This design comes from an exercise in tuning for small area, a short achievable clock period and few clock cycles per item on the open sky130 flow, not from production work.
RTL that was checked went through simulation tests only; none was proved equivalent to the original.
Function not checked in runs 1 to 3: the RTL went through the layout flow alone.

==> flow/design.v, too long to show whole: its modules and the start of the top module <==
// module cmult_conj: 3707 lines
// module ks_add: 31 lines
// module ks_add_hi: 51 lines
// module ifft_butterfly_stage: 112 lines
module ifft_butterfly_stage #(
   parameter int DW = 16,
   parameter int TW = 16,
   parameter int OW = 18
) (
   input  logic                 clk,
   input  logic                 rst,
   input  logic                 in_valid,
   output logic                 in_ready,
   input  logic signed [DW-1:0] in1_real,
   input  logic signed [DW-1:0] in1_imag,
   input  logic signed [DW-1:0] in2_real,
   input  logic signed [DW-1:0] in2_imag,
   input  logic signed [TW-1:0] twiddle_real,
   input  logic signed [TW-1:0] twiddle_imag,
   output logic                 out_valid,
   input  logic                 out_ready,
   output logic signed [OW-1:0] out1_real,
   output logic signed [OW-1:0] out1_imag,
   output logic signed [OW-1:0] out2_real,
   output logic signed [OW-1:0] out2_imag,
   output logic                 sat
);
  // ...
==> flow/flow/run.sh <==
#!/bin/bash
# Layout flow: the standard flow, with two changes between synthesis and floorplan/placement.
#  1. After the standard synthesis, flow/fixpol.py removes inverters around full-adder cells by
#     complementing full adders (all three inputs and both outputs) and swapping xor2/xnor2
#     cells. Registers, ports and the logic function are unchanged.
#  2. Ports are buffered with buf_4 cells instead of the default delay-buffer cells.
# Each tool's output goes to a log file of its own in this folder.
set -euo pipefail
R=orfs/results/sky130hd/ifft_butterfly_stage/base
bash standard.sh synth > log_synth.txt 2>&1
cp "$R/1_2_yosys.v" synth_standard.v
python3 flow/fixpol.py synth_standard.v "$R/1_2_yosys.v" > log_fixpol.txt 2>&1
export BUFFER_PORTS_ARGS="-buffer_cell sky130_fd_sc_hd__buf_4"
bash standard.sh finish > log_finish.txt 2>&1
==> flow/flow/fixpol.py <==
#!/usr/bin/env python3
"""Remove inverters around full-adder cells in a flat Yosys netlist of sky130_fd_sc_hd cells.

A full adder with every input complemented computes the complement of both outputs, so each
fa cell may be "flipped": fed the complements of its inputs, its outputs then carry the
complements of its logical sum and carry. xor2 and xnor2 cells may likewise swap type to
complement their output. This picks flips by local search to need as few inverters as possible,
then rewrites the netlist: every inverter (inv_N) in the netlist is removed and one inv_1 is
made for each signal that some pin needs in the polarity its driver does not give.
Registers, ports and all other cells keep exactly the logic values they had.

usage: fixpol.py IN.v OUT.v
"""
import re
import sys

src = open(sys.argv[1]).read()

m = re.search(r"\bmodule\s+(\w+)\s*\((.*?)\);", src, re.S)
modname = m.group(1)
body_start = m.end()
endm = src.rindex("endmodule")
body = src[body_start:endm]

# statements of the module body
stmts = [s.strip() for s in body.split(";")]
decls = []
cells = []  # (type, name, [(pin, net)])
inst_re = re.compile(r"^(\S+)\s+(\S+)\s*\((.*)\)$", re.S)
pin_re = re.compile(r"\.(\w+)\s*\(\s*([^()]*?)\s*\)")
ports_out = set()
ports_in = set()
for s in stmts:
    if not s:
        continue
    if re.match(r"^(input|output|wire|inout)\b", s):
        decls.append(s)
        mm = re.match(r"^(input|output)\s+(\[(\d+):(\d+)\]\s+)?(\S+)$", s)
        if mm:
            kind, _, hi, lo, name = mm.groups()
            names = [name] if hi is None else [f"{name}[{i}]" for i in range(int(lo), int(hi) + 1)]
            (ports_out if kind == "output" else ports_in).update(names)
        continue
    if s.startswith("assign"):
        sys.exit("fixpol: assign statements are not handled")
    mm = inst_re.match(s)
    if not mm:
        sys.exit(f"fixpol: cannot parse statement: {s[:80]}")
    typ, name, pins = mm.groups()
    cells.append([typ, name, pin_re.findall(pins)])

OUTPINS = {"X", "Y", "Q", "Q_N", "SUM", "COUT", "HI", "LO"}


def short(t):
    return t.replace("sky130_fd_sc_hd__", "")


def is_inv(t):
    return re.fullmatch(r"inv_\d+", short(t)) is not None


def is_fa(t):
    return re.fullmatch(r"fa_\d+", short(t)) is not None


def is_x2(t):
    return re.fullmatch(r"x(n?)or2_\d+", short(t)) is not None


driver = {}  # net -> (cell index, pin)
for ci, (t, n, pins) in enumerate(cells):
    for p, net in pins:
        if p in OUTPINS:
            driver[net] = (ci, p)

inv_of = {}  # inverter output net -> input net
for ci, (t, n, pins) in enumerate(cells):
    if is_inv(t):
        d = dict(pins)
        inv_of[d["Y"]] = d["A"]


def lit(net):
    pol = 0
    while net in inv_of:
        net = inv_of[net]
        pol ^= 1
    return net, pol


# Inverters whose output is a port stay as they are (the port keeps its own driver).
keep_inv = set()
for ci, (t, n, pins) in enumerate(cells):
    if is_inv(t) and dict(pins)["Y"] in ports_out:
        keep_inv.add(ci)

# Flippable objects: fa cells (inputs and outputs), xor2/xnor2 cells (output only).
flip_id = {}
for ci, (t, n, pins) in enumerate(cells):
    if is_fa(t) or is_x2(t):
        flip_id[ci] = len(flip_id)
x = [0] * len(flip_id)

# consumers: list of (root, base_pol, flipper or None)
# a consumer of a fa input pin needs root^base_pol^x[fa]; a fixed consumer needs root^base_pol.
uses = {}  # root -> list of (base_pol, flipper)
pin_lit = {}  # (ci, pin) -> (root, pol)
for ci, (t, n, pins) in enumerate(cells):
    if is_inv(t) and ci not in keep_inv:
        continue
    for p, net in pins:
        if p in OUTPINS:
            continue
        if net.startswith("1'") or net == "":
            continue
        r, pol = lit(net)
        pin_lit[(ci, p)] = (r, pol)
        f = flip_id[ci] if is_fa(t) else None
        uses.setdefault(r, []).append((pol, f))
# output ports that are driven through an inverter chain without a kept inverter are not
# possible (the chain ends at a kept inverter); ports driven directly count as a fixed use
for pnet in ports_out:
    if pnet in driver and not is_inv(cells[driver[pnet][0]][0]):
        uses.setdefault(pnet, []).append((0, None))


def avail(root):
    """Polarity the physical net of root carries (0: the logical value)."""
    d = driver.get(root)
    if d is None:
        return 0
    ci = d[0]
    if ci in flip_id:
        return x[flip_id[ci]]
    return 0


def root_cost(root):
    a = avail(root)
    for pol, f in uses.get(root, []):
        need = pol ^ (x[f] if f is not None else 0)
        if need != a:
            return 1
    return 0


# roots each flipper touches: its output roots and its input roots
touch = [set() for _ in flip_id]
for ci, fi in flip_id.items():
    for p, net in cells[ci][2]:
        if p in OUTPINS:
            touch[fi].add(net)
        elif (ci, p) in pin_lit and is_fa(cells[ci][0]):
            touch[fi].add(pin_lit[(ci, p)][0])

roots_all = set(uses)
before = sum(root_cost(r) for r in roots_all)
n_inv_before = sum(1 for t, n, p in cells if is_inv(t))
improved = True
passes = 0
while improved and passes < 50:
    improved = False
    passes += 1
    for fi in range(len(x)):
        rs = touch[fi]
        c0 = sum(root_cost(r) for r in rs)
        x[fi] ^= 1
        c1 = sum(root_cost(r) for r in rs)
        if c1 < c0:
            improved = True
        else:
            x[fi] ^= 1
# simulated annealing on top of the greedy result (deterministic seed)
import math, random
rng = random.Random(12345)
cur = sum(root_cost(r) for r in roots_all)
best = cur
best_x = list(x)
n = len(x)
if n:
    steps = 3000000
    for k in range(steps):
        T = 0.6 * (1 - k / steps) + 0.01
        fi = rng.randrange(n)
        rs = touch[fi]
        c0 = sum(root_cost(r) for r in rs)
        x[fi] ^= 1
        c1 = sum(root_cost(r) for r in rs)
        dlt = c1 - c0
        if dlt <= 0 or rng.random() < math.exp(-dlt / T):
            cur += dlt
            if cur < best:
                best = cur
                best_x = list(x)
        else:
            x[fi] ^= 1
    x[:] = best_x
after = sum(root_cost(r) for r in roots_all)

# Rewrite.
new_cells = []
new_wires = []
inv_net = {}  # root -> net carrying the complement of the physical net of root


def phys(root, need):
    """Net carrying logical value root^need."""
    if need == avail(root):
        return root
    if root not in inv_net:
        nn = f"_fixpol_{len(inv_net)}_"
        inv_net[root] = nn
        new_wires.append(nn)
    return inv_net[root]


for ci, (t, n, pins) in enumerate(cells):
    if is_inv(t) and ci not in keep_inv:
        continue
    newpins = []
    for p, net in pins:
        if p in OUTPINS or (ci, p) not in pin_lit:
            newpins.append((p, net))
            continue
        r, pol = pin_lit[(ci, p)]
        need = pol ^ (x[flip_id[ci]] if is_fa(t) else 0)
        newpins.append((p, phys(r, need)))
    if is_x2(t) and x[flip_id[ci]]:
        if "__xor2_" in t:
            t = t.replace("__xor2_", "__xnor2_")
            newpins = [("Y" if p == "X" else p, net) for p, net in newpins]
        else:
            t = t.replace("__xnor2_", "__xor2_")
            newpins = [("X" if p == "Y" else p, net) for p, net in newpins]
    new_cells.append((t, n, newpins))

for pnet in ports_out:
    d = driver.get(pnet)
    if d is not None and not is_inv(cells[d[0]][0]) and avail(pnet) != 0:
        sys.exit(f"fixpol: port {pnet} would change polarity")

for i, (root, nn) in enumerate(sorted(inv_net.items(), key=lambda kv: kv[1])):
    new_cells.append(("sky130_fd_sc_hd__inv_1", f"_fixpol_inv_{i}_", [("A", root), ("Y", nn)]))

out = [src[:body_start], "\n"]
for d in decls:
    out.append(f"  {d} ;\n")
for w in new_wires:
    out.append(f"  wire {w};\n")
for t, n, pins in new_cells:
    pl = ",\n".join(f"    .{p}({net}{' ' if net.startswith(chr(92)) else ''})" for p, net in pins)
    out.append(f"  {t} {n} (\n{pl}\n  );\n")
out.append("endmodule\n")
open(sys.argv[2], "w").write("".join(out))
flipped = sum(x)
sys.stderr.write(
    f"fixpol: {len(flip_id)} flippable cells, {flipped} flipped, {passes} passes; "
    f"inverters {n_inv_before} -> {len(inv_net) + len(keep_inv)} "
    f"(needed-complement roots {before} -> {after})\n"
)
==> flow/standard.sh <==
#!/bin/bash
# synth_recipe.tcl (not shown) runs the flow's synth.tcl, then flattens the netlist and writes it again
# the make line also repeats each setting of config.mk as NAME=value (left out here)
make -C /OpenROAD-flow-scripts/flow DESIGN_CONFIG=/design/flow/config.mk WORK_HOME=/design/flow/orfs CLKGATE_MAP_FILE= SYNTH_SCRIPT=/design/flow/synth_recipe.tcl "${@:-finish}"
==> flow/config.mk <==
export PLATFORM = sky130hd
export DESIGN_NAME = ifft_butterfly_stage
export DESIGN_NICKNAME = ifft_butterfly_stage
export VERILOG_FILES = /design/flow/design.v
export SDC_FILE = /design/flow/constraint.sdc
export NUM_CORES = 4
export LEC_CHECK = 0
export CAP_MARGIN = 20
export CORE_MARGIN = 2
export CORE_UTILIZATION = 55
export SETUP_SLACK_MARGIN = 4.0
export SLEW_MARGIN = 20
export TNS_END_PERCENT = 20
==> flow/constraint.sdc <==
create_clock -name core_clock -period 7.5 [get_ports {clk}]
set_input_delay 1.5000 -clock core_clock [delete_from_list [all_inputs] [get_ports {clk}]]
set_output_delay 1.5000 -clock core_clock [all_outputs]
set_load 0.01 [all_outputs]
==> summary.txt, run 1 <==
Timing
  – Post-Route Setup TNS: 0 ns
  – Final Hold Viols: 0
  – Clock skew: 0.0206 ns
  – Setup slack after layout: 3.68 ns
  – Slew @ Worst Pin: 1.11 ns

Synth
  – Yosys warning count: 4
  – Synth Net Count: 3,987
  – Cells after Synth: 3,237

Clock tree
  – CTS Root Cell: clkbuf_16
  – Post-CTS Setup Bufs: 24
  – Max clock buf depth: 3

Finish
  – Signal inverters: 137
  – Clock Buffer Count: 53
  – Commonest non-fill, non-tap cells in the layout: a22oi_1, xnor2_1, fa_1
  – # diodes: 0
  – Post-layout util: 0.636
  – Data buffer area share: 0.0715

Placed design
  – Placed Cells: 4,118
  – HPWL Detailed: 69,600 µm
  – Placer Congestion: 0.899

Detailed routing
  – Routed length on met1: 45,900 µm
  – Antenna Violating Nets Remaining: 0
  – Routed wire length: 120,000 µm
  – Initial drt markers: 3,332
  – Vias per cell: 6.47

Global route
  – GR peak layer: met2
  – Number of global-route vias before repair: 29,300
  – Met3 Usage GRT: 0.0966
  – Met2 GRT Util: 0.520
  – Global Route met1 Usage: 0.440

Floorplanning
  – Die Ht: 268 µm
  – Initial core utilization: 0.558
  – I/O pins: 175
  – Core area: 68,800 µm²

Worst setup path
  – WP data required: 7.86 ns
  – Nature of the critical path endpoint: flip-flop
  – Crit-path slowest cell: fa_1

Hold path
  – Hold path start: si2_q[9]
  – Hold endpoint: si3_q[9]
  – Hold depth: 0

Run status
  – Status: complete, no violations

Flow run
  – Max Cap Viol: 0
==> run 2: changes to the inputs <==
--- a/flow/config.mk
+++ b/flow/config.mk
@@ -9,5 +9,5 @@
 export CORE_MARGIN = 2
 export CORE_UTILIZATION = 55
-export SETUP_SLACK_MARGIN = 4.0
+export SETUP_SLACK_MARGIN = 4.1
 export SLEW_MARGIN = 20
-export TNS_END_PERCENT = 20
+export TNS_END_PERCENT = 100
==> run 2 against run 1 <==
Compared with the run above: register-to-register slack barely moved; flip-flop and latch count did not move; critical endpoint unchanged; global-route usage rose by 1.6 points; die area did not move; utilization rose by 4.8 points; via count rose by 4.3%; synthesized cell count did not move; still clean on timing, DRC and antenna.
==> summary.txt, run 2 <==
Global route
  – Number of global-route vias before repair: 30,100 (+2.6%)
  – Grt ovf: 0
  – Gr usage total: 0.352
  – First-pass GRT wire length: 187,000 µm
  – Initial antenna violation count: 3
  – Largest net degree at the start of global routing: 143

Worst setup path
  – Nature of the critical path endpoint: flip-flop
  – Crit path DAT: 4.18 ns
  – Crit-path max FO: 3
  – Worst setup path class: reg2reg
  – Critical path launch point type: flip-flop
  – WP data required: 7.86 ns (about the same)

Placed design
  – Port bufs: 174
  – Placer Congestion: 0.880 (-2.2%)
  – Placed Cells: 4,118 (unchanged)
  – HPWL Detailed: 70,700 µm (+1.5%)

Timing
  – RSZ-0062 raised after global routing: yes
  – Slew @ Worst Pin: 0.787 ns (-0.324 ns)
  – Slew Viols, Final: 0
  – Final Hold Viols: 0 (unchanged)
  – Hold_ws: 0.404 ns
  – Clock skew: 0.0174 ns (-0.00325 ns)
  – F_max: 0.262 GHz
  – Setup violations, final: 0
  – Tcrit/Tclk final: 0.509
  – Post-Route Setup TNS: 0 ns (unchanged)
  – Slew Limit Headroom: 0.476
  – Min Tclk post-route: 3.82 ns

Finish
  – Layout cells sized above 1: 0.267
  – Commonest non-fill, non-tap cell in the layout: xnor2_1
  – Area Growth Syn to Fin: 22.6%
  – Fill cell count: 5,049
  – Largest regs: pi3_q (19), pr3_q (19)
  – Final cell count without fillers: 4,344
  – Commonest non-fill, non-tap cells in the layout: xnor2_1, edfxtp_1, fa_1
  – Fin nets: 4,124
  – Post-layout util: 0.684 (+0.0478)

Run status
  – Status: complete, no violations

Synth
  – Syn Std Cell Area: 38,400 µm²
  – Cells after Synth: 3,237 (unchanged)
  – Yosys warning count: 4 (unchanged)
  – Syn Area/Cell: 11.9 µm²
  – Synth Net Count: 3,987 (unchanged)

Floorplanning
  – Full die area: 72,000 µm²
  – I/O pins: 175 (unchanged)
  – Initial core utilization: 0.558 (unchanged)
  – Core area: 68,800 µm² (unchanged)
  – Die span in x: 268 µm
  – Num rows: 96
  – Die Ht: 268 µm (unchanged)

Clock tree
  – Clock latency on the worst-skew pair: 0.62 ns
  – Clock Sinks: 404
  – CTS tree: yes
  – CTS Root Cell: clkbuf_16
  – Clk slew on worst S/H paths: 0.07 ns
  – Htree depth: 2
  – Inserted Clock Buffers: 48
  – Max clock buf depth: 3 (unchanged)

Detailed routing
  – Routed len/inst: 30.1 µm
  – Drt pass-1 iters: 7
  – Final routed DRC violation total: 0
  – DR vias: 28,700
  – Routed wire length: 131,000 µm (+8.4%)
  – Initial drt markers: 3,191 (-4.2%)
  – Antenna Violating Nets Remaining: 0 (unchanged)
  – Vias per cell: 6.61 (+2.2%)

Hold path
  – Min-Delay Path Class: reg2reg

Flow run
  – Max Cap Viol: 0 (unchanged)
[run 2: worst max-delay path: stages (launching register included)]
cell and delay [ns]:
edfxtp_1 0.41, fa_1 0.52, fa_1 0.53, ha_1 0.27, a21oi_2 0.20, o211ai_1 0.12
o31a_1 0.32, a311oi_2 0.32, nand2b_1 0.14, a211o_1 0.30, a21o_1 0.22, a21oi_2 0.15
xnor2_1 0.07
[run 2: final timing paths]
path	startpoint	endpoint	slack (ns)	depth (start not counted)
worst max-delay path	uMult.im_q20_2	pi3_q[18]	3.68	12
worst min-delay path	sr2_q[4]	sr3_q[4]	0.40	0
worst max register to register	uMult.im_q20_2	pi3_q[18]	3.68	12
worst min register to register	sr2_q[4]	sr3_q[4]	0.40	0
max in group asynchronous	rst	v1_q	6.58	2
min in group asynchronous	rst	sat_q	0.77	2
[run 2: final cells by class]
class	instances	area (µm²)	share of cell area
multi-input combinational	2384	26900	0.571
clock inverter	34	415	0.00882
antenna	1	2.50	0.0000531
timing repair buffer	399	4790	0.102
tap	931	1160	0.0247
inverter	137	522	0.0111
clock buffer	54	1220	0.0260
sequential	404	12100	0.257
[run 2: routing by layer]
metal | global-route usage | vias up | routed length (µm)
met5 | 0 | - | 169
met2 | 0.534 | 2045 | 57300
li1 | - | 11700 | -
met1 | 0.456 | 14400 | 47300
met4 | 0.171 | 6 | 8450
met3 | 0.114 | 593 | 17300
[run 2: stage by stage]
step | area, µm² | worst slack, ns
floorplan | 38700 | 1.71
global placement | 40600 | 3.44
detailed placement | 40600 | 3.35
CTS | 44900 | 3.68
global route | 47100 | 3.56
finish | 47100 | 3.68
[run 2: what timing repair did]
item | CTS | global route
hold buffers | 0 | 0
pin swaps | 207 | 251
gates resized for setup | 366 | 342
endpoints found under the hold margin | 0 | 0
setup buffers | 67 | 36
gates cloned | 15 | 19
endpoints found under the setup margin | 201 | 171
==> run 3: changes to the inputs <==
--- a/flow/config.mk
+++ b/flow/config.mk
@@ -8,6 +8,6 @@
 export CAP_MARGIN = 20
 export CORE_MARGIN = 2
-export CORE_UTILIZATION = 55
-export SETUP_SLACK_MARGIN = 4.1
+export CORE_UTILIZATION = 65
+export SETUP_SLACK_MARGIN = 4.0
 export SLEW_MARGIN = 20
-export TNS_END_PERCENT = 100
+export TNS_END_PERCENT = 50
==> run 3 against run 2 <==
Compared with the run above: hold slack better by 0.0067 ns; worst setup slack got worse by 0.11 ns; synthesized cell count unchanged; global-route usage is 3.3 points higher; sequential share of layout area up 1.8 points; clock skew is 0.010 ns higher; register-to-register slack worse by 0.11 ns; maximum frequency down 2.7%; utilization rose by 6.5 points.
==> summary.txt, run 3 <==
Timing
  – Slew Viols, Final: 0 (unchanged)
  – RSZ-0062 raised after global routing: yes
  – Post-Route Setup TNS: 0 ns (unchanged)
  – Tcrit/Tclk final: 0.523 (+0.0142)
  – Clock skew: 0.0278 ns (+0.0104 ns)
  – Setup violations, final: 0 (unchanged)
  – Slew Limit Headroom: 0.310 (-0.166)
  – Final Hold Viols: 0 (unchanged)
  – Min Tclk post-route: 3.93 ns (+0.107 ns)
  – F_max: 0.255 GHz (-2.7%)
  – Hold_ws: 0.411 ns (+0.00670 ns)
  – Slew @ Worst Pin: 1.04 ns (+0.249 ns)

Detailed routing
  – Final routed DRC violation total: 0 (unchanged)
  – Routed wire length: 118,000 µm (-10%)
  – Antenna Violating Nets Remaining: 0 (unchanged)
  – Initial drt markers: 4,015 (+26%)
  – Vias per cell: 6.85 (+3.7%)
  – Routed len/inst: 28.6 µm (-5.0%)
  – Drt pass-1 iters: 8 (+1)
  – DR vias: 28,200 (-1.8%)

Worst setup path
  – Nature of the critical path endpoint: flip-flop
  – Crit path DAT: 4.26 ns (+0.08 ns)
  – Worst reg2reg path startpoint: uMult.im_q17_0
  – WP data required: 7.84 ns (-0.02 ns)
  – R2R Path End: pi3_q[18]
  – Worst reg-to-reg setup slack: 3.57 ns (-0.11 ns)
  – Worst setup path class: reg2reg
  – Critical path launch point type: flip-flop
  – Crit-path max FO: 3 (unchanged)
  – R2r worst-path depth: 12 (unchanged)

Global route
  – Number of global-route vias before repair: 29,800 (-0.80%)
  – First-pass GRT wire length: 176,000 µm (-6.1%)
  – Gr usage total: 0.385 (+0.0327)
  – Grt ovf: 0 (unchanged)
  – Initial antenna violation count: 1 (-2)
  – Largest net degree at the start of global routing: 174 (+22%)

Synth
  – Cells after Synth: 3,237 (unchanged)
  – Yosys warning count: 4 (unchanged)
  – Synth Net Count: 3,987 (unchanged)
  – Syn Std Cell Area: 38,400 µm² (unchanged)
  – Syn Area/Cell: 11.9 µm² (unchanged)

Floorplanning
  – Die span in x: 247 µm (-7.9%)
  – Core area: 58,700 µm² (-15%)
  – Num rows: 89 (-7.3%)
  – I/O pins: 175 (unchanged)
  – Die Ht: 247 µm (-7.9%)
  – Initial core utilization: 0.654 (+0.0964)
  – Full die area: 61,000 µm² (-15%)

Run status
  – Status: complete, no violations

Finish
  – Commonest non-fill, non-tap cell in the layout: a22oi_1
  – # diodes: 0 (-1)
  – Post-layout util: 0.750 (+0.0655)
  – Area Growth Syn to Fin: 14.6%
  – Commonest non-fill, non-tap cells in the layout: a22oi_1, xnor2_1, fa_1
  – Fin nets: 4,059 (-1.6%)
  – Largest regs: pi3_q (19), pr3_q (19)
  – Layout cells sized above 1: 0.169 (-0.0983)

Clock tree
  – CTS Root Cell: clkbuf_16
  – Inserted Clock Buffers: 45 (-6.3%)
  – Hold Buf Count CTS: 0 (unchanged)
  – Htree depth: 2 (unchanged)
  – Clock latency on the worst-skew pair: 0.61 ns (about the same)
  – Clk slew on worst S/H paths: 0.06 ns (about the same)
  – CTS tree: yes
  – Clock Sinks: 404 (unchanged)
  – Max clock buf depth: 3 (unchanged)

Hold path
  – Hold endpoint: si3_q[2]
  – Hold depth: 0 (unchanged)
  – Hold path start: si2_q[2]
  – Min-Delay Path Class: reg2reg

Placed design
  – HPWL Detailed: 67,400 µm (-4.6%)
  – Port bufs: 174 (unchanged)
  – Placer Congestion: 0.898 (+2.1%)

Flow run
  – Max Cap Viol: 0 (unchanged)
-- run 3: cell types whose count changed in the layout (fill, tap and decap cells not counted), sizes merged --
cell	before	now
buf	383	324
bufbuf	2	1
bufinv	8	4
clkbuf	68	66
clkinv	21	15
clkinvlp	5	7
diode	1	0
inv	137	138
nor2	49	50
-- run 3: how the worst max path moves through the flow --
stage	startpoint	to	slack, ns
finish	uMult.im_q17_0	pi3_q[18]	3.57
global route	uMult.im_q20_2	pi3_q[18]	3.51
CTS	uMult.im_q17_0	pi3_q[18]	3.64
detailed placement	in1_real[0]	sr1_q[14]	3.11
global placement	in1_real[0]	sr1_q[14]	3.22
floorplan	out_ready	in_ready	1.71
-- run 3: per-stage QoR --
step	instances	cell area [µm²]	setup slack, ns
3_5_place_dp	3959	40200	3.11
5_1_grt	4117	44000	3.51
3_3_place_gp	3959	40200	3.22
2_1_floorplan	3237	38400	1.71
6_report	4117	44000	3.57
4_1_cts	4067	42400	3.64
-- run 3: worst max-delay path, stage by stage (launching register included) --
cell	delay (ns)
edfxtp_1	0.44
fa_1	0.57
fa_1	0.48
ha_4	0.29
a211oi_4	0.23
o211ai_1	0.14
o31a_1	0.31
a311oi_2	0.32
nand2b_1	0.15
a211o_1	0.30
a21o_1	0.21
a21oi_2	0.14
xnor2_1	0.07
-- run 3: area by class of cell --
class	count	area [µm²]
clock buffer	55	1160
timing repair buffer	336	3450
fill	3866	14700
inverter	137	522
multi-input combinational	2385	25500
tap	773	967
sequential	404	12100
clock inverter	27	272
-- run 3: routing by layer --
layer,routed length (µm),GRT usage
met5,0,0
met4,6700,0.188
met3,16200,0.137
met2,52600,0.592
met1,42000,0.484
-- run 3: timing repair --
item,4_1_cts,5_1_grt
endpoints found under the setup margin,179,123
pin swaps,16,162
gates cloned,3,8
gates resized for setup,115,289
setup buffers,23,42
==> module ks_add, before the edit <==
module ks_add #(
   parameter int W = 17
) (
   input  logic [W-1:0] a,
   input  logic [W-1:0] b,
   input  logic         cin,
   output logic [W-1:0] s
);
   localparam int L = $clog2(W + 1);
   logic [L:0][W:0] g, p;
   always_comb begin
      g[0][0] = cin;
      p[0][0] = 1'b0;
      for (int i = 0; i < W; i++) begin
         g[0][i+1] = a[i] & b[i];
         p[0][i+1] = a[i] ^ b[i];
      end
      for (int l = 0; l < L; l++) begin
         for (int i = 0; i <= W; i++) begin
            if (i >= (1 << l)) begin
               g[l+1][i] = g[l][i] | (p[l][i] & g[l][i-(1<<l)]);
               p[l+1][i] = p[l][i] & p[l][i-(1<<l)];
            end else begin
               g[l+1][i] = g[l][i];
               p[l+1][i] = p[l][i];
            end
         end
      end
      for (int i = 0; i < W; i++) s[i] = p[0][i+1] ^ g[L][i];
   end
endmodule
==> module ks_add_hi, before the edit <==
module ks_add_hi #(
   parameter int W  = 33,
   parameter int LO = 14
) (
   input  logic [W-1:0]    a,
   input  logic [W-1:0]    b,
   output logic [W-1:LO]   s
);
   localparam int H  = W - LO;
   localparam int LL = $clog2(LO);
   localparam int LH = $clog2(H);
   logic [LL:0][LO-1:0] gl, pl;
   logic [LH:0][H-1:0]  gh, ph;
   logic                c;
   always_comb begin
      for (int i = 0; i < LO; i++) begin
         gl[0][i] = a[i] & b[i];
         pl[0][i] = a[i] ^ b[i];
      end
      for (int l = 0; l < LL; l++) begin
         for (int i = 0; i < LO; i++) begin
            if (i >= (1 << l)) begin
               gl[l+1][i] = gl[l][i] | (pl[l][i] & gl[l][i-(1<<l)]);
               pl[l+1][i] = pl[l][i] & pl[l][i-(1<<l)];
            end else begin
               gl[l+1][i] = gl[l][i];
               pl[l+1][i] = pl[l][i];
            end
         end
      end
      c = gl[LL][LO-1];
      for (int i = 0; i < H; i++) begin
         gh[0][i] = a[LO+i] & b[LO+i];
         ph[0][i] = a[LO+i] ^ b[LO+i];
      end
      for (int l = 0; l < LH; l++) begin
         for (int i = 0; i < H; i++) begin
            if (i >= (1 << l)) begin
               gh[l+1][i] = gh[l][i] | (ph[l][i] & gh[l][i-(1<<l)]);
               ph[l+1][i] = ph[l][i] & ph[l][i-(1<<l)];
            end else begin
               gh[l+1][i] = gh[l][i];
               ph[l+1][i] = ph[l][i];
            end
         end
      end
      s[LO] = ph[0][0] ^ c;
      for (int i = 1; i < H; i++)
         s[LO+i] = ph[0][i] ^ (gh[LH][i-1] | (ph[LH][i-1] & c));
   end
endmodule
==> run 4: changes to the inputs <==
--- a/flow/design.v
+++ b/flow/design.v
@@ -3718,5 +3718,6 @@
 endmodule
 module ks_add #(
-   parameter int W = 17
+   parameter int W = 17,
+   parameter int L = 5      
 ) (
    input  logic [W-1:0] a,
@@ -3725,5 +3726,4 @@
    output logic [W-1:0] s
 );
-   localparam int L = $clog2(W + 1);
    logic [L:0][W:0] g, p;
    always_comb begin
@@ -3750,5 +3750,7 @@
 module ks_add_hi #(
    parameter int W  = 33,
-   parameter int LO = 14
+   parameter int LO = 14,
+   parameter int LL = 4,    
+   parameter int LH = 5     
 ) (
    input  logic [W-1:0]    a,
@@ -3757,6 +3759,4 @@
 );
    localparam int H  = W - LO;
-   localparam int LL = $clog2(LO);
-   localparam int LH = $clog2(H);
    logic [LL:0][LO-1:0] gl, pl;
    logic [LH:0][H-1:0]  gh, ph;
--- a/flow/config.mk
+++ b/flow/config.mk
@@ -8,6 +8,7 @@
 export CAP_MARGIN = 20
 export CORE_MARGIN = 2
-export CORE_UTILIZATION = 65
+export CORE_UTILIZATION = 55
+export CTS_BUF_LIST = sky130_fd_sc_hd__clkbuf_8
 export SETUP_SLACK_MARGIN = 4.0
 export SLEW_MARGIN = 20
-export TNS_END_PERCENT = 50
+export TNS_END_PERCENT = 20
==> run 4 against run 3 <==
Compared with the run above: critical endpoint unchanged; synthesized cell count unchanged; global-route usage decreased by 4.9 points; clock skew rose by 0.036 ns; highest routed layer unchanged; clock-buffer cell count increased by 23.
==> summary.txt, run 4 <==
Run status
  – Status: complete, no violations

Floorplanning
  – Die Ht: 268 µm (+8.6%)
  – Die span in x: 268 µm (+8.6%)
  – Num rows: 96 (+7.9%)
  – I/O pins: 175 (unchanged)
  – Core area: 68,800 µm² (+17%)
  – Initial core utilization: 0.558 (-0.0964)
  – Full die area: 72,000 µm² (+18%)

Timing
  – Hold_ws: 0.417 ns (+0.00583 ns)
  – RSZ-0062 raised after global routing: yes
  – Slew Viols, Final: 0 (unchanged)
  – Tcrit/Tclk final: 0.511 (-0.0126)
  – Setup violations, final: 0 (unchanged)
  – Slew Limit Headroom: 0.270 (-0.0400)
  – F_max: 0.261 GHz (+2.5%)
  – Slew @ Worst Pin: 1.10 ns (+0.0599 ns)
  – Clock skew: 0.0635 ns (+0.0357 ns)
  – Post-Route Setup TNS: 0 ns (unchanged)
  – Final Hold Viols: 0 (unchanged)
  – Setup slack after layout: 3.67 ns (+0.0947 ns)
  – Min Tclk post-route: 3.83 ns (-0.0947 ns)

Placed design
  – Placed Cells: 4,118 (+4.0%)
  – Placer Congestion: 0.899 (about the same)
  – Pre-CTS setup slack: 3.20 ns (+0.0858 ns)
  – HPWL Detailed: 69,600 µm (+3.3%)
  – Placement Cell Area: 40,400 µm² (+0.48%)
  – Port bufs: 174 (unchanged)

Hold path
  – Min-Delay Path Class: reg2reg
  – Hold path start: si1_q[11]
  – Hold depth: 0 (unchanged)
  – Hold endpoint: si2_q[11]

Worst setup path
  – R2r worst-path depth: 12 (unchanged)
  – Crit-path slowest cell: fa_1
  – Critical path's most frequent cell: fa_1
  – R2R Path End: pi3_q[18]
  – Cell Chain, Critical Path: fa_1 -> fa_1 -> ha_4 -> a211oi_2 -> o211ai_1 -> o31a_1 -> a311oi_2 -> nand2b_1 -> a211o_1 -> a21o_1 -> a21oi_2 -> xnor2_1
  – Crit-path max FO: 5 (+2)
  – Critical path launch point type: flip-flop
  – WP data required: 7.93 ns (+0.09 ns)
  – Worst setup path class: reg2reg
  – Nature of the critical path endpoint: flip-flop
  – Worst reg2reg path startpoint: uMult.im_q17_2
  – Crit path DAT: 4.26 ns (about the same)
  – Largest delay contributor family on the critical path: compound AO/OA/AOI/OAI gates
  – WP buf/inv: 0 (unchanged)
  – Worst reg-to-reg setup slack: 3.67 ns (+0.09 ns)
  – Crit-path max cell delay: 0.60 ns (+0.03 ns)

Synth
  – Syn Std Cell Area: 38,400 µm² (unchanged)
  – Syn Area/Cell: 11.9 µm² (unchanged)
  – Synth Net Count: 3,987 (unchanged)
  – Yosys warning count: 4 (unchanged)
  – Cells after Synth: 3,237 (unchanged)

Clock tree
  – Hold Buf Count CTS: 0 (unchanged)
  – Clock Sinks: 404 (unchanged)
  – CTS tree: yes
  – Max clock buf depth: 3 (unchanged)
  – Clock latency on the worst-skew pair: 0.73 ns (+0.12 ns)
  – Clk slew on worst S/H paths: 0.06 ns (about the same)
  – CTS Root Cell: clkbuf_8
  – Inserted Clock Buffers: 74 (+64%)
  – Htree depth: 3 (+1)

Detailed routing
  – Routed wire length: 120,000 µm (+2.0%)
  – Antenna Violating Nets Remaining: 0 (unchanged)
  – Vias per cell: 6.44 (-6.0%)
  – DR vias: 27,700 (-1.7%)
  – Drt pass-1 iters: 8 (unchanged)
  – Routed len/inst: 27.8 µm (-2.5%)
  – Initial drt markers: 3,350 (-17%)
  – Final routed DRC violation total: 0 (unchanged)

Flow run
  – Max Cap Viol: 0 (unchanged)

Finish
  – Post-route cell area: 43,600 µm² (-1.0%)
  – Largest regs: pi3_q (19), pr3_q (19)
  – Layout cells sized above 1: 0.156 (-0.0128)
  – Fin nets: 4,065 (+0.15%)
  – Commonest non-fill, non-tap cells in the layout: a22oi_1, xnor2_1, fa_1
  – Commonest non-fill, non-tap cell in the layout: a22oi_1
  – Final cell count without fillers: 4,306 (+4.6%)
  – Area Growth Syn to Fin: 13.4%
  – Fill cell count: 5,412 (+40%)
  – Post-layout util: 0.633 (-0.117)

Global route
  – Gr usage total: 0.336 (-0.0491)
  – Grt ovf: 0 (unchanged)
  – Number of global-route vias before repair: 29,600 (-0.70%)
  – Largest net degree at the start of global routing: 167 (-4.0%)
  – Initial antenna violation count: 1 (unchanged)
  – First-pass GRT wire length: 179,000 µm (+2.1%)
==> run 4: worst max path at each step <==
stage	start	to	slack, ns	cells after the start
after floorplan	out_ready	in_ready	1.71	1
after global placement	in1_real[0]	sr1_q[14]	3.21	13
after detailed placement	in1_real[0]	sr1_q[14]	3.20	13
after CTS	uMult.im_q17_1	pi3_q[18]	3.67	12
after global routing	uMult.im_q17_2	pi3_q[18]	3.60	12
final	uMult.im_q17_2	pi3_q[18]	3.67	12
==> run 4: repair_timing <==
item | CTS | global route
cloned | 2 | 2
buffers inserted | 21 | 27
pin swaps | 15 | 41
gates resized for setup | 104 | 160
setup endpoints to repair | 230 | 153
==> run 4: cell type report <==
| type | instances | area (µm²) | area share |
|---|---|---|---|
| multi-input cells | 2385 | 25100 | 0.576 |
| flip-flops and latches | 404 | 12100 | 0.278 |
| repair buffers | 313 | 2970 | 0.0683 |
| well taps | 931 | 1160 | 0.0267 |
| clock buffers | 78 | 1070 | 0.0246 |
| clock inverters | 57 | 601 | 0.0138 |
| inverters | 137 | 522 | 0.0120 |
| diodes | 1 | 2.50 | 0.0000575 |
==> run 4: per-layer routing <==
layer / global-route usage / routed length (µm) / vias up
li1: - / - / 11500
met1: 0.441 / 45800 / 13900
met2: 0.523 / 54800 / 1849
met3: 0.0877 / 14200 / 422
met4: 0.157 / 5100 / 0
met5: 0 / 0 / -
Testbench counts of run 4, summed over its fixed seeds: cycles 16,024, items 16,000.
==> run 5: changes to the inputs <==
--- a/flow/config.mk
+++ b/flow/config.mk
@@ -9,5 +9,4 @@
 export CORE_MARGIN = 2
 export CORE_UTILIZATION = 55
-export CTS_BUF_LIST = sky130_fd_sc_hd__clkbuf_8
 export SETUP_SLACK_MARGIN = 4.0
 export SLEW_MARGIN = 20
==> run 5 against run 4 <==
Compared with the run above: highest routed layer is now met5; non-clock buffer count stayed put; clock skew is 0.043 ns lower; synthesized cell count stayed put; worst setup slack better by 0.0097 ns.
==> summary.txt, run 5 <==
Clock tree
  – Hold Buf Count CTS: 0 (unchanged)
  – CTS tree: yes
  – Clock latency on the worst-skew pair: 0.62 ns (-0.11 ns)
  – CTS Root Cell: clkbuf_16
  – Max clock buf depth: 3 (unchanged)
  – Clk slew on worst S/H paths: 0.06 ns (about the same)
  – Inserted Clock Buffers: 48 (-35%)
  – Clock Sinks: 404 (unchanged)
  – Htree depth: 2 (-1)

Timing
  – Post-Route Setup TNS: 0 ns (unchanged)
  – F_max: 0.262 GHz (+0.25%)
  – Slew Limit Headroom: 0.260 (-0.00968)
  – Final Hold Viols: 0 (unchanged)
  – Clock skew: 0.0206 ns (-0.0429 ns)
  – RSZ-0062 raised after global routing: yes
  – Tcrit/Tclk final: 0.510 (-0.00129)
  – Slew @ Worst Pin: 1.11 ns (+0.0145 ns)
  – Setup violations, final: 0 (unchanged)
  – Slew Viols, Final: 0 (unchanged)
  – Min Tclk post-route: 3.82 ns (-0.00970 ns)

Finish
  – # diodes: 0 (-1)
  – Final cell count without fillers: 4,258 (-1.1%)
  – Commonest non-fill, non-tap cell in the layout: a22oi_1
  – Largest regs: pi3_q (19), pr3_q (19)
  – Layout cells sized above 1: 0.152 (-0.00380)
  – Area Growth Syn to Fin: 14.1%
  – Fill cell count: 5,351 (-1.1%)
  – Commonest non-fill, non-tap cells in the layout: a22oi_1, xnor2_1, fa_1
  – Fin nets: 4,039 (-0.64%)

Hold path
  – Min-Delay Path Class: reg2reg
  – Hold endpoint: si3_q[9]
  – Hold depth: 0 (unchanged)
  – Hold path start: si2_q[9]

Worst setup path
  – R2R Path End: pi3_q[18]
  – R2r worst-path depth: 12 (unchanged)
  – Largest delay contributor family on the critical path: compound AO/OA/AOI/OAI gates
  – Crit-path max FO: 5 (unchanged)
  – Critical path launch point type: flip-flop
  – Nature of the critical path endpoint: flip-flop
  – CP Depth: 12 (unchanged)
  – Crit-path max cell delay: 0.60 ns (about the same)
  – Crit path DAT: 4.18 ns (-0.08 ns)
  – Crit-path slowest cell: fa_1
  – WP buf/inv: 0 (unchanged)
  – WP data required: 7.86 ns (-0.07 ns)
  – Worst setup path class: reg2reg
  – Worst reg2reg path startpoint: uMult.im_q17_1
  – Worst reg-to-reg setup slack: 3.68 ns (about the same)
  – Cell Chain, Critical Path: fa_2 -> fa_1 -> ha_4 -> a211oi_2 -> o211ai_1 -> o31a_1 -> a311oi_2 -> nand2b_1 -> a211o_1 -> a21o_1 -> a21oi_2 -> xnor2_1

Global route
  – Gr usage total: 0.336 (about the same)
  – First-pass GRT wire length: 179,000 µm (about the same)
  – Grt ovf: 0 (unchanged)
  – Number of global-route vias before repair: 29,300 (-1.0%)
  – Initial antenna violation count: 1 (unchanged)
  – Largest net degree at the start of global routing: 167 (unchanged)

Floorplanning
  – Die Ht: 268 µm (unchanged)
  – Core area: 68,800 µm² (unchanged)
  – Num rows: 96 (unchanged)
  – Die span in x: 268 µm (unchanged)
  – I/O pins: 175 (unchanged)
  – Full die area: 72,000 µm² (unchanged)
  – Initial core utilization: 0.558 (unchanged)

Synth
  – Cells after Synth: 3,237 (unchanged)
  – Syn Std Cell Area: 38,400 µm² (unchanged)
  – Yosys warning count: 4 (unchanged)
  – Synth Net Count: 3,987 (unchanged)
  – Syn Area/Cell: 11.9 µm² (unchanged)

Detailed routing
  – Routed wire length: 120,000 µm (+0.41%)
  – Met3 WL: 14,500 µm (+2.1%)
  – Routed length on met1: 45,900 µm (+0.17%)
  – Final routed DRC violation total: 0 (unchanged)
  – DR vias: 27,500 (-0.71%)
  – Metal2 WL: 54,400 µm (-0.65%)
  – Vias per cell: 6.47 (+0.41%)
  – Top sig layer: met5
  – Drt pass-1 iters: 7 (-1)
  – Routed len/inst: 28.3 µm (+1.5%)
  – Initial drt markers: 3,332 (-0.54%)
  – Antenna Violating Nets Remaining: 0 (unchanged)

Flow run
  – Max Cap Viol: 0 (unchanged)

Placed design
  – Placed Cells: 4,118 (unchanged)
  – Placer Congestion: 0.899 (unchanged)
  – Port bufs: 174 (unchanged)
  – HPWL Detailed: 69,600 µm (unchanged)

Run status
  – Status: complete, no violations
## run 5: cell type report
class	count	area [µm²]	area share
multi-input cells	2385	25200	0.576
clock inverters	35	429	0.00980
clock buffers	53	1220	0.0279
repair buffers	313	3130	0.0715
inverters	137	522	0.0119
flip-flops and latches	404	12100	0.277
well taps	931	1160	0.0266
## run 5: routing by layer
layer	vias up	GRT usage
li1	11500	-
met1	13800	0.440
met2	1824	0.520
met3	411	0.0966
met4	4	0.148
met5	-	0.00676
## run 5: how the worst max path moves through the flow
stage                               from         to
after CTS                 uMult.im_q17_1  pi3_q[18]
after global routing      uMult.im_q17_1  pi3_q[18]
after global placement       in1_real[0]  sr1_q[14]
after detailed placement     in1_real[0]  sr1_q[14]
final                     uMult.im_q17_1  pi3_q[18]
after floorplan                out_ready   in_ready
## run 5: worst reg2reg max path, stage by stage, from the launching register on
cell and delay [ns]:
edfxtp_1 0.40, fa_2 0.52, fa_1 0.60, ha_4 0.23, a211oi_2 0.20, o211ai_1 0.12
o31a_1 0.33, a311oi_2 0.29, nand2b_1 0.13, a211o_1 0.30, a21o_1 0.22, a21oi_2 0.15
xnor2_1 0.07
## run 5: metrics by stage
step	hold slack [ns]	utilization	worst slack (ns)	cell area, µm²
3_5_place_dp	0.405	0.587	3.20	40400
5_1_grt	0.425	0.636	3.58	43800
6_report	0.415	0.636	3.68	43800
2_1_floorplan	0.400	-	1.71	38400
4_1_cts	0.415	0.621	3.67	42800
3_3_place_gp	0.401	0.587	3.21	40400
## run 5: timing repair
item,CTS,global route
cloned,3,2
endpoints found under the setup margin,312,148
resized for setup,106,221
setup buffers,24,23
pin swaps,15,65
==> run 6: changes to the inputs <==
--- a/flow/config.mk
+++ b/flow/config.mk
@@ -8,5 +8,5 @@
 export CAP_MARGIN = 20
 export CORE_MARGIN = 2
-export CORE_UTILIZATION = 55
+export CORE_UTILIZATION = 65
 export SETUP_SLACK_MARGIN = 4.0
 export SLEW_MARGIN = 20
==> run 6 against run 5 <==
Compared with the run above: global-route usage grew 4.7 points; die area fell by 15%; critical endpoint unchanged; final cell count is 3.9% lower; sequential share of layout area grew 0.49 points; via count up 1.3%; final area shrank 1.7%; wire length shrank 4.4%; non-clock buffer count down 4; clock skew increased by 0.0068 ns; critical path depth unchanged.
==> summary.txt, run 6 <==
Hold path
  – Hold depth: 0 (unchanged)
  – Hold path start: si2_q[2]
  – Hold endpoint: si3_q[2]
  – Min-Delay Path Class: reg2reg

Placed design
  – Placed Cells: 3,959 (-3.9%)
  – HPWL Detailed: 67,400 µm (-3.2%)
  – Port bufs: 174 (unchanged)
  – Placer Congestion: 0.898 (about the same)

Finish
  – Fin nets: 4,031 (-0.20%)
  – Layout cells sized above 1: 0.139 (-0.0134)
  – Final cell count without fillers: 4,090 (-3.9%)
  – Fill cell count: 4,004 (-25%)
  – Commonest non-fill, non-tap cells in the layout: a22oi_1, xnor2_1, fa_1
  – Largest regs: pi3_q (19), pr3_q (19)
  – Commonest non-fill, non-tap cell in the layout: a22oi_1
  – Post-layout util: 0.733 (+0.0970)
  – Area Growth Syn to Fin: 12.1%

Detailed routing
  – Vias per cell: 6.82 (+5.5%)
  – Final routed DRC violation total: 0 (unchanged)
  – Antenna Violating Nets Remaining: 0 (unchanged)
  – Routed wire length: 115,000 µm (-4.4%)
  – Initial drt markers: 3,902 (+17%)
  – DR vias: 27,900 (+1.3%)
  – Drt pass-1 iters: 7 (unchanged)
  – Routed len/inst: 28.1 µm (-0.52%)

Synth
  – Cells after Synth: 3,237 (unchanged)
  – Synth Net Count: 3,987 (unchanged)
  – Syn Std Cell Area: 38,400 µm² (unchanged)
  – Yosys warning count: 4 (unchanged)
  – Syn Area/Cell: 11.9 µm² (unchanged)

Global route
  – First-pass GRT wire length: 175,000 µm (-2.5%)
  – Initial antenna violation count: 1 (unchanged)
  – Number of global-route vias before repair: 29,800 (+1.5%)
  – Grt ovf: 0 (unchanged)
  – Gr usage total: 0.383 (+0.0468)
  – Largest net degree at the start of global routing: 174 (+4.2%)

Timing
  – Clock skew: 0.0274 ns (+0.00680 ns)
  – Slew Viols, Final: 0 (unchanged)
  – Min Tclk post-route: 3.88 ns (+0.0563 ns)
  – RSZ-0062 raised after global routing: yes
  – Setup violations, final: 0 (unchanged)
  – Tcrit/Tclk final: 0.517 (+0.00751)
  – Slew Limit Headroom: 0.334 (+0.0742)
  – Post-Route Setup TNS: 0 ns (unchanged)
  – F_max: 0.258 GHz (-1.5%)
  – Slew @ Worst Pin: 0.999 ns (-0.111 ns)
  – Final Hold Viols: 0 (unchanged)

Floorplanning
  – I/O pins: 175 (unchanged)
  – Die span in x: 247 µm (-7.9%)
  – Num rows: 89 (-7.3%)
  – Full die area: 61,000 µm² (-15%)
  – Initial core utilization: 0.654 (+0.0964)
  – Core area: 58,700 µm² (-15%)
  – Die Ht: 247 µm (-7.9%)

Flow run
  – Max Cap Viol: 0 (unchanged)

Worst setup path
  – Nature of the critical path endpoint: flip-flop
  – Worst setup path class: reg2reg
  – R2R Path End: pi3_q[18]
  – WP data required: 7.84 ns (-0.02 ns)
  – Critical path launch point type: flip-flop
  – Worst reg-to-reg setup slack: 3.62 ns (-0.06 ns)
  – Worst Setup SP: uMult.im_q15_2
  – Crit path DAT: 4.22 ns (+0.04 ns)
  – Crit-path max FO: 4 (-1)
  – Worst reg2reg path startpoint: uMult.im_q15_2
  – R2r worst-path depth: 12 (unchanged)

Run status
  – Status: complete, no violations

Clock tree
  – Inserted Clock Buffers: 45 (-6.3%)
  – Max clock buf depth: 3 (unchanged)
  – CTS tree: yes
  – Clk slew on worst S/H paths: 0.06 ns (about the same)
  – Htree depth: 2 (unchanged)
  – Clock Sinks: 404 (unchanged)
  – Hold Buf Count CTS: 0 (unchanged)
  – Clock latency on the worst-skew pair: 0.61 ns (about the same)
  – CTS Root Cell: clkbuf_16
==> run 6: cell count changes in the layout (fill, tap and decap cells not counted), moves of 4 or more <==
| cell | before | now |
|---|---|---|
| clkinv_2 | 12 | 7 |
| fa_1 | 459 | 464 |
| a22oi_2 | 19 | 12 |
| clkbuf_1 | 5 | 10 |
| bufinv_16 | 8 | 4 |
| a22oi_1 | 494 | 501 |
| buf_12 | 33 | 15 |
| buf_4 | 220 | 214 |
| buf_6 | 30 | 54 |
| fa_2 | 7 | 2 |
==> run 6: final cells by class <==
cell class	count	area (µm²)	area share
flip-flops and latches	404	12100	0.281
diodes	1	2.50	0.0000581
multi-input cells	2384	25100	0.582
inverters	137	522	0.0121
well taps	773	967	0.0225
clock inverters	27	272	0.00631
repair buffers	309	2930	0.0682
clock buffers	55	1160	0.0270
==> run 6: worst max-delay path, stage by stage, from the launching register on <==
cell	delay (ns)
edfxtp_1	0.41
fa_1	0.52
fa_1	0.53
ha_1	0.38
a21oi_2	0.17
nor3b_1	0.08
o31a_1	0.34
a311oi_2	0.32
nand2b_1	0.15
a211o_1	0.29
a21o_1	0.21
a21oi_2	0.14
xnor2_1	0.07
==> run 6: layer usage <==
layer / track usage / part of all wire
met1: 0.489 / 0.36
met2: 0.589 / 0.45
met3: 0.125 / 0.13
met4: 0.187 / 0.055
met5: 0 / 0
==> run 6: worst max-delay path by stage <==
stage                end  slack, ns  depth (start not counted)
3_5_place_dp   sr1_q[14]       3.11                         13
6_report       pi3_q[18]       3.62                         12
4_1_cts        pi3_q[18]       3.61                         12
2_1_floorplan   in_ready       1.71                          1
5_1_grt        pi3_q[18]       3.52                         12
3_3_place_gp   sr1_q[14]       3.22                         13
==> run 6: repair_timing <==
action | in CTS | in global routing
buffers inserted | 16 | 28
resized for setup | 76 | 164
hold endpoints to repair | 0 | 0
cloned | 2 | 2
endpoints found under the setup margin | 179 | 144
pin swaps | 8 | 49
==> run 6: through the flow <==
stage                     setup WS [ns]  hold slack (ns)  instance area [µm²]
after floorplan                    1.71            0.400                38400
after CTS                          3.61            0.415                42100
final                              3.62            0.412                43000
after global placement             3.22            0.401                40200
after global routing               3.52            0.415                43000
after detailed placement           3.11            0.405                40200
==> run 7: changes to the inputs <==
--- a/flow/config.mk
+++ b/flow/config.mk
@@ -8,5 +8,6 @@
 export CAP_MARGIN = 20
 export CORE_MARGIN = 2
-export CORE_UTILIZATION = 65
+export CORE_UTILIZATION = 55
+export CTS_BUF_LIST = sky130_fd_sc_hd__clkbuf_4 sky130_fd_sc_hd__clkbuf_8
 export SETUP_SLACK_MARGIN = 4.0
 export SLEW_MARGIN = 20
==> run 7 against run 6 <==
Compared with the run above: critical path type unchanged; clock skew increased by 0.036 ns; first-iteration DRC count decreased by 19%; wire length increased by 4.1%; final area increased by 1.3%; still clean on timing, DRC and antenna.
==> summary.txt, run 7 <==
Run status
  – Status: complete, no violations

Floorplanning
  – Num rows: 96 (+7.9%)
  – Core area: 68,800 µm² (+17%)
  – Full die area: 72,000 µm² (+18%)
  – Initial core utilization: 0.558 (-0.0964)
  – I/O pins: 175 (unchanged)
  – Die Ht: 268 µm (+8.6%)
  – Die span in x: 268 µm (+8.6%)

Worst setup path
  – Cell Chain, Critical Path: fa_1 -> fa_1 -> ha_4 -> a211oi_2 -> o211ai_1 -> o31a_1 -> a311oi_2 -> nand2b_1 -> a211o_1 -> a21o_1 -> a21oi_2 -> xnor2_1
  – Crit-path max cell delay: 0.60 ns (+0.07 ns)
  – Worst setup path class: reg2reg
  – Crit-path max FO: 5 (+1)
  – Crit path DAT: 4.26 ns (+0.04 ns)
  – Nature of the critical path endpoint: flip-flop
  – Critical path launch point type: flip-flop
  – WP data required: 7.93 ns (+0.09 ns)
  – Critical path's most frequent cell: fa_1
  – Crit-path slowest cell: fa_1

Timing
  – Final Hold Viols: 0 (unchanged)
  – Slew @ Worst Pin: 1.11 ns (+0.112 ns)
  – Clock skew: 0.0639 ns (+0.0365 ns)
  – RSZ-0062 raised after global routing: yes
  – Tcrit/Tclk final: 0.510 (-0.00653)
  – F_max: 0.261 GHz (+1.3%)
  – Min Tclk post-route: 3.83 ns (-0.0489 ns)
  – Post-Route Setup TNS: 0 ns (unchanged)
  – Setup violations, final: 0 (unchanged)
  – Slew Viols, Final: 0 (unchanged)
  – Slew Limit Headroom: 0.259 (-0.0749)

Finish
  – Seq. cell area: 12,100 µm² (unchanged)
  – Layout cells sized above 1: 0.158 (+0.0192)
  – Commonest non-fill, non-tap cell in the layout: a22oi_1
  – Fin nets: 4,065 (+0.84%)
  – Multi-input logic area: 25,100 µm² (+0.18%)
  – Largest regs: pi3_q (19), pr3_q (19)
  – Area Growth Syn to Fin: 13.5%
  – Final cell count without fillers: 4,306 (+5.3%)
  – Fill cell count: 5,406 (+35%)
  – Commonest non-fill, non-tap cells in the layout: a22oi_1, xnor2_1, fa_1

Placed design
  – Port bufs: 174 (unchanged)
  – HPWL Detailed: 69,600 µm (+3.3%)
  – Placer Congestion: 0.899 (about the same)
  – Placed Cells: 4,118 (+4.0%)

Clock tree
  – CTS tree: yes
  – Clock Sinks: 404 (unchanged)
  – Max clock buf depth: 3 (unchanged)
  – Clk slew on worst S/H paths: 0.06 ns (about the same)
  – Clock latency on the worst-skew pair: 0.73 ns (+0.12 ns)
  – Htree depth: 3 (+1)
  – CTS Root Cell: clkbuf_8
  – Inserted Clock Buffers: 74 (+64%)

Detailed routing
  – Drt pass-1 iters: 6 (-1)
  – Initial drt markers: 3,156 (-19%)
  – Vias per cell: 6.46 (-5.3%)
  – DR vias: 27,800 (-0.29%)
  – Final routed DRC violation total: 0 (unchanged)
  – Routed len/inst: 27.8 µm (-1.1%)
  – Routed wire length: 120,000 µm (+4.1%)
  – Antenna Violating Nets Remaining: 0 (unchanged)

Synth
  – Cells after Synth: 3,237 (unchanged)
  – Synth Net Count: 3,987 (unchanged)
  – Syn Area/Cell: 11.9 µm² (unchanged)
  – Yosys warning count: 4 (unchanged)
  – Syn Std Cell Area: 38,400 µm² (unchanged)

Hold path
  – Min-Delay Path Class: reg2reg

Global route
  – First-pass GRT wire length: 179,000 µm (+2.6%)
  – Grt ovf: 0 (unchanged)
  – Number of global-route vias before repair: 29,600 (-0.41%)
  – Largest net degree at the start of global routing: 167 (-4.0%)
  – Initial antenna violation count: 1 (unchanged)
  – Gr usage total: 0.336 (-0.0470)

Flow run
  – Max Cap Viol: 0 (unchanged)
==> run 7: worst max-delay path, delay by kind of cell (launching register included) <==
kind	cells	cell delay, ns
flops	1	0.40
compound gates	7	1.62
fa+ha+maj	3	1.35
xor+xnor	1	0.07
simple gates	1	0.14
==> run 7: timing repair <==
item / CTS / global route
setup endpoints to repair: 230 / 153
cloned: 2 / 2
pin swaps: 15 / 44
gates resized for setup: 104 / 160
hold buffers: 0 / 0
setup buffers: 21 / 27
==> run 7: per-layer routing <==
layer | wire (µm) | vias to the layer above | GRT usage
li1 | - | 11500 | -
met1 | 46100 | 14000 | 0.440
met2 | 54600 | 1811 | 0.523
met3 | 13900 | 423 | 0.0877
met4 | 5170 | 0 | 0.157
met5 | 0 | - | 0
==> run 7: worst paths after layout <==
| path | start | endpoint | slack, ns | depth (start not counted) |
|---|---|---|---|---|
| min reg2reg | si1_q[11] | si2_q[11] | 0.42 | 0 |
| max reg2reg | uMult.im_q17_2 | pi3_q[18] | 3.67 | 12 |
| max | uMult.im_q17_2 | pi3_q[18] | 3.67 | 12 |
| min | si1_q[11] | si2_q[11] | 0.42 | 0 |
| max in group asynchronous | rst | v2_q | 6.65 | 2 |
| min in group asynchronous | rst | v3_q | 0.70 | 2 |
==> run 7: cell type report <==
cell class / instances / share of cell area
clock inverter: 49 / 0.0131
multi-input combinational: 2385 / 0.576
antenna: 1 / 0.0000574
tap: 931 / 0.0267
clock buffer: 86 / 0.0260
sequential: 404 / 0.278
timing repair buffer: 313 / 0.0682
inverter: 137 / 0.0120
==> run 7: metrics by stage <==
step	worst slack (ns)	hold slack [ns]	instance area [µm²]	utilization
final	3.67	0.417	43600	0.633
after global routing	3.60	0.425	43600	0.633
after CTS	3.67	0.418	42800	0.621
after detailed placement	3.20	0.405	40400	0.587
after global placement	3.21	0.401	40400	0.587
after floorplan	1.71	0.400	38400	-
==> run 8: changes to the inputs <==
==> flow/flow/run.sh (replaced) <==
#!/bin/bash
# Layout flow: the standard flow with three changes.
#  1. Synthesis is the standard flow's synthesis script (synth_recipe.tcl, ORFS synth.tcl) with one change:
#     the final ABC technology mapping uses flow/abc_map.script (the classic delay-targeted
#     mapper) instead of ORFS's abc_speed.script. Registers are mapped before ABC runs, so they
#     are the same as the standard synthesis's.
#  2. flow/fixpol.py then removes inverters around full-adder cells by complementing full adders
#     (all three inputs and both outputs) and swapping xor2/xnor2 cells. Registers, ports and
#     the logic function are unchanged.
#  3. Ports are buffered with buf_4 cells instead of the default delay-buffer cells.
# Each tool's output goes to a log file of its own in this folder.
set -euo pipefail
R=orfs/results/sky130hd/ifft_butterfly_stage/base
rm -rf synth_scripts
cp -r "$FLOW_HOME/scripts" synth_scripts
chmod -R u+w synth_scripts
cp flow/abc_map.script synth_scripts/abc_speed.script
bash standard.sh SCRIPTS_DIR="$PWD/synth_scripts" synth > log_synth.txt 2>&1
cp "$R/1_2_yosys.v" synth_abc.v
python3 flow/fixpol.py synth_abc.v "$R/1_2_yosys.v" > log_fixpol.txt 2>&1
export BUFFER_PORTS_ARGS="-buffer_cell sky130_fd_sc_hd__buf_4"
bash standard.sh finish > log_finish.txt 2>&1
==> flow/flow/abc_map.script (new file) <==
strash
dch -f
map -D 1200
topo
stime -c
buffer -c
upsize -c
dnsize -c
--- a/flow/config.mk
+++ b/flow/config.mk
@@ -9,5 +9,4 @@
 export CORE_MARGIN = 2
 export CORE_UTILIZATION = 55
-export CTS_BUF_LIST = sky130_fd_sc_hd__clkbuf_4 sky130_fd_sc_hd__clkbuf_8
 export SETUP_SLACK_MARGIN = 4.0
 export SLEW_MARGIN = 20
==> run 8 against run 7 <==
Compared with the run above: wire length rose by 21%; critical path depth fell by 3; clock-buffer cell count fell by 24; maximum frequency rose by 5.0%; sequential share of layout area fell by 1.4 points; synthesized cell count rose by 11%; final cell count rose by 9.2%; global-route usage rose by 5.2 points; register-to-register slack improved by 0.18 ns.
==> summary.txt, run 8 <==
Run status
  – Status: complete, no violations

Worst setup path
  – WP data required: 7.87 ns (-0.06 ns)
  – Nature of the critical path endpoint: flip-flop
  – Critical path launch point type: flip-flop
  – Critical path's most frequent cell: fa_1
  – Crit path DAT: 4.02 ns (-0.24 ns)
  – Worst Setup SP: di1_q[15]
  – Cell Chain, Critical Path: inv_1 -> buf_6 -> o22ai_1 -> xor2_1 -> fa_1 -> inv_1 -> fa_1 -> fa_1 -> fa_1
  – Crit-path max cell delay: 0.67 ns (+0.07 ns)
  – Crit-path max FO: 32 (+27)
  – Worst setup path class: reg2reg

Finish
  – Commonest non-fill, non-tap cells in the layout: o22ai_1, fa_1, edfxtp_1
  – Area Growth Syn to Fin: 17.3%
  – Post-route cell area: 45,900 µm² (+5.2%)
  – # diodes: 0 (-1)
  – Post-layout util: 0.654 (+0.0205)
  – Largest regs: pi3_q (19), pr3_q (19)
  – Commonest non-fill, non-tap cell in the layout: o22ai_1

Global route
  – Initial antenna violation count: 1 (unchanged)
  – First-pass GRT wire length: 209,000 µm (+17%)
  – Grt ovf: 0 (unchanged)
  – Gr usage total: 0.388 (+0.0521)
  – Largest net degree at the start of global routing: 168 (+0.60%)

Timing
  – Clock skew: 0.0381 ns (-0.0258 ns)
  – Hold_ws: 0.414 ns (-0.00238 ns)
  – Final Hold Viols: 0 (unchanged)
  – F_max: 0.274 GHz (+5.0%)
  – RSZ-0062 raised after global routing: yes
  – Tcrit/Tclk final: 0.486 (-0.0242)
  – Min Tclk post-route: 3.65 ns (-0.182 ns)
  – Slew Limit Headroom: 0.363 (+0.104)
  – Slew @ Worst Pin: 0.955 ns (-0.156 ns)
  – Setup slack after layout: 3.85 ns (+0.182 ns)
  – Post-Route Setup TNS: 0 ns (unchanged)

Floorplanning
  – Full die area: 73,200 µm² (+1.8%)
  – Core area: 70,100 µm² (+1.9%)
  – Die span in x: 271 µm (+0.89%)
  – Die Ht: 271 µm (+0.89%)
  – Num rows: 97 (+1.0%)
  – Initial core utilization: 0.557 (-0.000613)
  – I/O pins: 175 (unchanged)

Clock tree
  – Clock Sinks: 404 (unchanged)
  – Max clock buf depth: 3 (unchanged)
  – CTS Root Cell: clkbuf_16
  – Clock latency on the worst-skew pair: 0.64 ns (-0.09 ns)
  – Clk slew on worst S/H paths: 0.06 ns (about the same)
  – CTS tree: yes
  – Hold Buf Count CTS: 0 (unchanged)
  – Htree depth: 2 (-1)

Placed design
  – Pre-CTS setup slack: 2.85 ns (-0.348 ns)
  – Placer Congestion: 0.930 (+3.5%)
  – Port bufs: 174 (unchanged)
  – HPWL Detailed: 85,500 µm (+23%)

Hold path
  – Hold path start: si1_q[16]
  – Min-Delay Path Class: reg2reg

Synth
  – Syn Area/Cell: 10.9 µm² (-8.1%)
  – Synth Net Count: 4,338 (+8.8%)
  – Yosys warning count: 4 (unchanged)
  – Cells after Synth: 3,588 (+11%)
  – Syn Std Cell Area: 39,100 µm² (+1.8%)

Detailed routing
  – Routed len/inst: 30.8 µm (+11%)
  – Vias per cell: 6.74 (+4.3%)
  – Drt pass-1 iters: 10 (+4)
  – Routed wire length: 145,000 µm (+21%)
  – Final routed DRC violation total: 0 (unchanged)
  – Initial drt markers: 4,491 (+42%)
  – DR vias: 31,700 (+14%)
  – Antenna Violating Nets Remaining: 0 (unchanged)
run 8: path summary, 6_finish.rpt:
kind / endpoint / slack [ns] / depth (start not counted)
max in group asynchronous: v1_q / 6.57 / 2
max reg2reg: uMult.re_q21_0 / 3.85 / 9
min in group asynchronous: v3_q / 0.77 / 2
min reg2reg: si2_q[16] / 0.41 / 0
min: si2_q[16] / 0.41 / 0
max: uMult.re_q21_0 / 3.85 / 9
run 8: cell type report:
class | instances | area (µm²)
multi-input combinational | 2603 | 25400
fill | 5488 | 24300
sequential | 404 | 12100
timing repair buffer | 359 | 3970
inverter | 300 | 1540
clock buffer | 62 | 1270
tap | 940 | 1180
clock inverter | 30 | 353
timing repair inverter | 4 | 47.5
run 8: what timing repair did:
item / in CTS / in global routing
buffers inserted: 65 / 28
pin swaps: 31 / 47
endpoints found under the setup margin: 223 / 158
gates resized for setup: 286 / 148
gates cloned: 15 / 5
run 8: per-layer routing:
| layer | GRT usage | vias up | routed length [µm] | part of all wire |
|---|---|---|---|---|
| li1 | - | 12700 | - | - |
| met1 | 0.471 | 15400 | 49000 | 0.34 |
| met2 | 0.583 | 2693 | 62300 | 0.43 |
| met3 | 0.157 | 850 | 22300 | 0.15 |
| met4 | 0.228 | 4 | 11200 | 0.077 |
| met5 | 0 | - | 108 | 0.00074 |
run 8: worst register-to-register path, cell delays in order (launching register included):
cell	delay [ns]
edfxtp_1	0.38
inv_1	0.10
buf_6	0.34
o22ai_1	0.21
xor2_1	0.20
fa_1	0.56
inv_1	0.06
fa_1	0.41
fa_1	0.67
fa_1	0.46
run 8: stage by stage:
stage	cells
2_1_floorplan	3588
3_3_place_gp	4496
3_5_place_dp	4497
4_1_cts	4669
5_1_grt	4702
6_report	4702

[static timing again, ports no longer ideal]
The results above use ideal ports. As a check the final layouts listed here were re-extracted and re-timed, cells and wires unchanged. Step 1 assumes that a clkbuf_16 drives the clock port and a buf_2 every other input. Step 2 adds t to the input delays and takes it off the output delays; t is the mean of the earliest and latest rising clock arrival at the registers after step 1. Input paths then give back, and output paths get back, about the clock's delay inside the block. Slacks: ideal / step 1 / step 2; pairs: ideal / step 1.
run	t (ns)	setup slack, ns	latest minus earliest clock arrival (ns)
run 1	0.674	3.679 / 3.679 / 3.371	0.023 / 0.022
run 2	0.677	3.681 / 3.681 / 3.436	0.021 / 0.022
run 3	0.662	3.574 / 3.574 / 3.335	0.030 / 0.030
run 4	0.750	3.669 / 3.669 / 3.218	0.069 / 0.069
run 5	0.674	3.679 / 3.679 / 3.371	0.023 / 0.022
run 6	0.664	3.622 / 3.622 / 3.255	0.030 / 0.030
run 7	0.749	3.671 / 3.671 / 3.199	0.070 / 0.070
run 8	0.689	3.853 / 3.853 / 3.618	0.038 / 0.039
After both steps setup and hold are still met in every run listed. The setup slack of run 7, which loses most, moves by 0.000 ns with the drivers and by -0.472 ns with both steps.
